This is an optimization exercise on Yosys and OpenROAD, whose aim is small area, not a production implementation.
The RTL was checked by simulation tests, not by an equivalence proof against the original design.
No activity file was given, so power comes from the tool's default toggle rates.

==> flow/design.v <==
`default_nettype none
module ppfl_dec8
(
  input  logic [2:0] a,
  output logic [7:0] y
);
  always_comb begin
    for (int i = 0; i < 8; i++) y[i] = (a == 3'(i));
  end
endmodule
module ppfl_aoi3 #(parameter int W = 6)
(
  input  logic [3*W-1:0] d,
  input  logic [2:0]     s,
  output logic [W-1:0]   qn
);
  assign qn = ~(({W{s[0]}} & d[0 +: W]) | ({W{s[1]}} & d[W +: W]) | ({W{s[2]}} & d[2*W +: W]));
endmodule
module ppfl_aoi2 #(parameter int W = 6)
(
  input  logic [2*W-1:0] d,
  input  logic [1:0]     s,
  output logic [W-1:0]   qn
);
  assign qn = ~(({W{s[0]}} & d[0 +: W]) | ({W{s[1]}} & d[W +: W]));
endmodule
module ppfl_sel8 #(parameter int W = 6)
(
  input  logic [8*W-1:0] d,
  input  logic [7:0]     sel,
  output logic [W-1:0]   q
);
  logic [W-1:0] a_n, b_n, c_n;
  ppfl_aoi3 #(.W(W)) u_a (.d(d[0 +: 3*W]),   .s(sel[2:0]), .qn(a_n));
  ppfl_aoi3 #(.W(W)) u_b (.d(d[3*W +: 3*W]), .s(sel[5:3]), .qn(b_n));
  ppfl_aoi2 #(.W(W)) u_c (.d(d[6*W +: 2*W]), .s(sel[7:6]), .qn(c_n));
  assign q = ~(a_n & b_n & c_n);
endmodule
module ppfl_both
(
  input  logic a,
  output logic y,
  output logic y_n
);
  assign y   = a;
  assign y_n = ~a;
endmodule
`default_nettype wire
`default_nettype none
module page_pool_free_list_allocator_core
(
  input  logic        clk,
  input  logic        rst_n,
  input  logic        in_valid,
  output logic        in_ready,
  input  logic [9:0]  in_data,
  output logic        out_valid,
  input  logic        out_ready,
  output logic [18:0] out_data
);
  logic       s1_vld_r;
  logic [1:0] s1_cmd_r;
  logic [5:0] s1_idx_r;
  logic       out_valid_r;
  logic       out_free, fire;
  logic       oor;
  assign out_free = !out_valid_r || out_ready;
  assign fire     = s1_vld_r && out_free;
  assign in_ready = !s1_vld_r || out_free;
  assign oor      = |in_data[7:6];
  always_ff @(posedge clk) begin
    if (!rst_n) begin
      s1_vld_r <= 1'b0;
    end else if (in_ready) begin
      s1_vld_r <= in_valid;
    end
  end
  always_ff @(posedge clk) begin
    if (in_ready) begin
      s1_cmd_r <= {in_data[9] | (in_data[8] & oor), in_data[8]};
      s1_idx_r <= {in_data[5:1], !in_data[9] & (in_data[0] | oor)};
    end
  end
  logic [6:0]  cnt_r;                
  logic [6:0]  init_r;               
  logic [5:0]  fifo_r [64];          
  logic [63:0] used_r;               
  logic        phase_r;              
  logic is_alloc, is_free, is_reinit, is_x;
  logic full, empty, used_bit;
  logic alloc_ok, free_ok;
  logic [5:0] head_page;
  logic [1:0] status;
  assign is_alloc  = (s1_cmd_r == 2'd0);
  assign is_free   = (s1_cmd_r == 2'd1);
  assign is_reinit = (s1_cmd_r == 2'd2);
  assign is_x      = (s1_cmd_r == 2'd3);
  assign full     = cnt_r[6];
  assign empty    = (cnt_r == 7'd0);
  assign alloc_ok = is_alloc && !full;
  assign free_ok  = is_free && used_bit;    
  logic [7:0]  rsel_lo, rsel_hi;
  logic [47:0] rgrp [8];
  logic [47:0] rgrp_q;
  logic [5:0]  fifo_rd;
  ppfl_dec8 u_rdec_lo (.a(~cnt_r[2:0]), .y(rsel_lo));
  ppfl_dec8 u_rdec_hi (.a(~cnt_r[5:3]), .y(rsel_hi));
  always_comb begin
    for (int k = 0; k < 8; k++) begin
      for (int j = 0; j < 8; j++) rgrp[k][j*6 +: 6] = fifo_r[8*k + j];
    end
  end
  for (genvar k = 0; k < 8; k++) begin : g_rd
    ppfl_sel8 #(.W(6)) u_sel (.d(rgrp[k]), .sel(rsel_lo), .q(rgrp_q[k*6 +: 6]));
  end
  logic [5:0] fifo_rd_raw;
  ppfl_sel8 #(.W(6)) u_rsel_hi (.d(rgrp_q), .sel(rsel_hi), .q(fifo_rd_raw));
  assign fifo_rd = fifo_rd_raw ^ {6{phase_r}};
  assign head_page = init_r[6] ? fifo_rd : init_r[5:0];
  always_comb begin
    status = 2'd0;
    if (is_alloc) begin
      status = {1'b0, full};
    end else if (is_free) begin
      status = {!used_bit, !used_bit && !empty};
    end else if (is_x && s1_idx_r[0]) begin
      status = {1'b1, !empty};
    end
  end
  always_ff @(posedge clk) begin
    if (!rst_n) begin
      cnt_r  <= '0;
      init_r <= '0;
    end else if (fire) begin
      if (is_reinit) begin
        cnt_r  <= '0;
        init_r <= '0;
      end else if (alloc_ok) begin
        cnt_r <= cnt_r + 7'd1;
        if (!init_r[6]) init_r <= init_r + 7'd1;
      end else if (free_ok) begin
        cnt_r <= cnt_r - 7'd1;
      end
    end
  end
  logic       push, push_n;
  logic [5:0] push_page;
  always_ff @(posedge clk) begin
    if (!rst_n) phase_r <= 1'b0;
    else        phase_r <= !phase_r;
  end
  ppfl_both u_push (.a(fire && free_ok), .y(push), .y_n(push_n));
  assign push_page = s1_idx_r ^ {6{phase_r}};
  always_ff @(posedge clk) begin
    fifo_r[0] <= ~(({6{push}} & push_page) | ({6{push_n}} & fifo_r[0]));
    for (int i = 1; i < 64; i++) begin
      fifo_r[i] <= ~(({6{push}} & fifo_r[i-1]) | ({6{push_n}} & fifo_r[i]));
    end
  end
  logic [5:0] uidx;
  logic       uwe, uclr;
  logic [7:0] usel_lo, usel_hi, ugrp;
  logic [7:0] uen_lo_n, uen_hi_n;
  assign uidx = is_alloc ? head_page : s1_idx_r;
  assign uwe  = fire && (alloc_ok || free_ok);
  assign uclr = !rst_n || (fire && is_reinit);
  ppfl_dec8 u_udec_lo (.a(uidx[2:0]), .y(usel_lo));
  ppfl_dec8 u_udec_hi (.a(uidx[5:3]), .y(usel_hi));
  logic [7:0] rdsel_lo, rdsel_hi;
  ppfl_dec8 u_urdec_lo (.a(s1_idx_r[2:0]), .y(rdsel_lo));
  ppfl_dec8 u_urdec_hi (.a(s1_idx_r[5:3]), .y(rdsel_hi));
  for (genvar k = 0; k < 8; k++) begin : g_urd
    ppfl_sel8 #(.W(1)) u_sel (.d(used_r[8*k +: 8]), .sel(rdsel_lo), .q(ugrp[k]));
  end
  ppfl_sel8 #(.W(1)) u_usel_hi (.d(ugrp), .sel(rdsel_hi), .q(used_bit));
  assign uen_lo_n = ~(usel_lo | {8{uclr}});
  assign uen_hi_n = ~((usel_hi & {8{uwe}}) | {8{uclr}});
  always_ff @(posedge clk) begin
    for (int i = 0; i < 64; i++) begin
      if (!(uen_lo_n[i % 8] || uen_hi_n[i / 8])) used_r[i] <= is_alloc && !uclr;
    end
  end
  logic [5:0] out_grant_r;
  logic [1:0] out_status_r;
  always_ff @(posedge clk) begin
    if (!rst_n) begin
      out_valid_r <= 1'b0;
    end else if (out_free) begin
      out_valid_r <= s1_vld_r;
    end
  end
  always_ff @(posedge clk) begin
    if (fire) begin
      out_grant_r  <= alloc_ok ? head_page : 6'd0;
      out_status_r <= status;
    end
  end
  assign out_valid = out_valid_r;
  assign out_data  = {2'b00, out_grant_r, out_status_r, 2'b00, cnt_r};
endmodule
`default_nettype wire
==> flow/config.mk <==
export PLATFORM = sky130hd
export DESIGN_NAME = page_pool_free_list_allocator_core
export DESIGN_NICKNAME = page_pool_free_list_allocator_core
export VERILOG_FILES = /design/flow/design.v
export SDC_FILE = /design/flow/constraint.sdc
export NUM_CORES = 4
export LEC_CHECK = 0
export CAP_MARGIN = 20
export CORE_MARGIN = 2
export CORE_UTILIZATION = 55
export SLEW_MARGIN = 20
export SYNTH_HIERARCHICAL = 1
export SYNTH_MINIMUM_KEEP_SIZE = 0
==> flow/constraint.sdc <==
create_clock -name core_clock -period 6.0 [get_ports {clk}]
set_input_delay 1.2000 -clock core_clock [delete_from_list [all_inputs] [get_ports {clk}]]
set_output_delay 1.2000 -clock core_clock [all_outputs]
set_load 0.01 [all_outputs]
standard.sh (not shown) runs the stock make flow with config.mk's settings and CLKGATE_MAP_FILE= SYNTH_SCRIPT=/design/flow/synth_recipe.tcl, a recipe that flattens the netlist after the stock synthesis.
==> flow/flow/run.sh <==
#!/bin/bash
# The standard ORFS layout (the standard.sh), with these changes:
#  - ports are buffered with sky130_fd_sc_hd__buf_1 instead of the default
#    cell that buffer_ports picks;
#  - clock tree synthesis clusters the flip-flops into groups of up to 30
#    under clkbuf_16 leaf buffers and inserts no dummy loads;
#  - the largest buffers and inverters are added to the platform's
#    don't-use list, so that repair builds fanout trees from smaller ones.
# Every tool's output goes to the ORFS logs under orfs/logs/, and make's own
# output to flow_make.log in this folder.
set -euo pipefail
PLATFORM_DONT_USE="sky130_fd_sc_hd__probe_p_8 sky130_fd_sc_hd__probec_p_8 sky130_fd_sc_hd__lpflow_bleeder_1 sky130_fd_sc_hd__lpflow_clkbufkapwr_1 sky130_fd_sc_hd__lpflow_clkbufkapwr_16 sky130_fd_sc_hd__lpflow_clkbufkapwr_2 sky130_fd_sc_hd__lpflow_clkbufkapwr_4 sky130_fd_sc_hd__lpflow_clkbufkapwr_8 sky130_fd_sc_hd__lpflow_clkinvkapwr_1 sky130_fd_sc_hd__lpflow_clkinvkapwr_16 sky130_fd_sc_hd__lpflow_clkinvkapwr_2 sky130_fd_sc_hd__lpflow_clkinvkapwr_4 sky130_fd_sc_hd__lpflow_clkinvkapwr_8 sky130_fd_sc_hd__lpflow_decapkapwr_12 sky130_fd_sc_hd__lpflow_decapkapwr_3 sky130_fd_sc_hd__lpflow_decapkapwr_4 sky130_fd_sc_hd__lpflow_decapkapwr_6 sky130_fd_sc_hd__lpflow_decapkapwr_8 sky130_fd_sc_hd__lpflow_inputiso0n_1 sky130_fd_sc_hd__lpflow_inputiso0p_1 sky130_fd_sc_hd__lpflow_inputiso1n_1 sky130_fd_sc_hd__lpflow_inputiso1p_1 sky130_fd_sc_hd__lpflow_inputisolatch_1 sky130_fd_sc_hd__lpflow_isobufsrc_1 sky130_fd_sc_hd__lpflow_isobufsrc_16 sky130_fd_sc_hd__lpflow_isobufsrc_2 sky130_fd_sc_hd__lpflow_isobufsrc_4 sky130_fd_sc_hd__lpflow_isobufsrc_8 sky130_fd_sc_hd__lpflow_isobufsrckapwr_16 sky130_fd_sc_hd__lpflow_lsbuf_lh_hl_isowell_tap_1 sky130_fd_sc_hd__lpflow_lsbuf_lh_hl_isowell_tap_2 sky130_fd_sc_hd__lpflow_lsbuf_lh_hl_isowell_tap_4 sky130_fd_sc_hd__lpflow_lsbuf_lh_isowell_4 sky130_fd_sc_hd__lpflow_lsbuf_lh_isowell_tap_1 sky130_fd_sc_hd__lpflow_lsbuf_lh_isowell_tap_2 sky130_fd_sc_hd__lpflow_lsbuf_lh_isowell_tap_4"
EXTRA_DONT_USE="sky130_fd_sc_hd__buf_8 sky130_fd_sc_hd__buf_12 sky130_fd_sc_hd__buf_16 sky130_fd_sc_hd__bufbuf_8 sky130_fd_sc_hd__bufbuf_16 sky130_fd_sc_hd__inv_12 sky130_fd_sc_hd__inv_16 sky130_fd_sc_hd__clkinv_16 sky130_fd_sc_hd__clkbuf_16 sky130_fd_sc_hd__bufinv_16"
bash standard.sh \
  "DONT_USE_CELLS=$PLATFORM_DONT_USE $EXTRA_DONT_USE" \
  "BUFFER_PORTS_ARGS=-buffer_cell sky130_fd_sc_hd__buf_1" \
  "CTS_ARGS=-sink_clustering_enable -repair_clock_nets -sink_clustering_size 30 -sink_clustering_max_diameter 70 -buf_list sky130_fd_sc_hd__clkbuf_16 -dont_use_dummy_load" \
  finish > flow_make.log 2>&1
The baseline went through all stages and came out clean.
Edit:
--- a/flow/flow/run.sh
+++ b/flow/flow/run.sh
@@ -5,2 +5,2 @@
-#  - clock tree synthesis clusters the flip-flops into groups of up to 30
-#    under clkbuf_16 leaf buffers and inserts no dummy loads;
+#  - clock tree synthesis clusters the flip-flops into groups of up to 20
+#    under clkbuf_4 or clkbuf_8 leaf buffers and inserts no dummy loads;
@@ -17 +17 @@
-  "CTS_ARGS=-sink_clustering_enable -repair_clock_nets -sink_clustering_size 30 -sink_clustering_max_diameter 70 -buf_list sky130_fd_sc_hd__clkbuf_16 -dont_use_dummy_load" \
+  "CTS_ARGS=-sink_clustering_enable -repair_clock_nets -sink_clustering_size 20 -sink_clustering_max_diameter 60 -buf_list {sky130_fd_sc_hd__clkbuf_4 sky130_fd_sc_hd__clkbuf_8} -dont_use_dummy_load" \
=>
- die area is unchanged
- synthesized area does not change
- worst hold slack improves by 0.0039 ns
- routed wire length goes up by 0.39%
- power goes down by 4.3%
- first-iteration DRC count goes up by 7.4%
- maximum frequency goes down by 0.66%
- sequential share of layout area goes up by 0.66 points
- clock skew goes down by 0.012 ns
- critical path depth does not change
Edit:
--- a/flow/flow/run.sh
+++ b/flow/flow/run.sh
@@ -6 +6 @@
-#    under clkbuf_4 or clkbuf_8 leaf buffers and inserts no dummy loads;
+#    under clkbuf_8 leaf buffers and inserts no dummy loads;
@@ -17 +17 @@
-  "CTS_ARGS=-sink_clustering_enable -repair_clock_nets -sink_clustering_size 20 -sink_clustering_max_diameter 60 -buf_list {sky130_fd_sc_hd__clkbuf_4 sky130_fd_sc_hd__clkbuf_8} -dont_use_dummy_load" \
+  "CTS_ARGS=-sink_clustering_enable -repair_clock_nets -sink_clustering_size 20 -sink_clustering_max_diameter 60 -buf_list sky130_fd_sc_hd__clkbuf_8 -dont_use_dummy_load" \
Effect: Hold slack is unchanged; final area is unchanged; global-route usage is unchanged; total power is unchanged; flip-flop and latch count stays the same; sequential power stays flat; maximum frequency does not change.

static timing again, ports no longer ideal:
In the flow no input, the clock included, has a driving cell. The finished layouts below were timed again as built, in two steps. Step 1: set_driving_cell puts a clkbuf_16 on clk and a buf_2 on each other input, an assumption about the parent block. Step 2, shift: input delay + t, output delay - t, t = (earliest + latest rising clock arrival at the registers) / 2. This alone moves slack from input paths to output paths. Slacks: ideal ports / drivers / drivers and shift; pairs: ideal ports / drivers.
| run | shift t [ns] | slack for setup (ns) | worst hold slack (ns) | slew at the worst register clock pin (ns) |
|---|---|---|---|---|
| the first run | 0.612 | 0.809 / 0.809 / 0.809 | 0.436 / 0.436 / 0.436 | 0.11 / 0.11 |
| the second run | 0.594 | 0.774 / 0.774 / 0.774 | 0.440 / 0.440 / 0.440 | 0.12 / 0.12 |
| the third run | 0.594 | 0.774 / 0.774 / 0.774 | 0.440 / 0.440 / 0.440 | 0.12 / 0.12 |
After both steps every run listed still meets setup and hold.
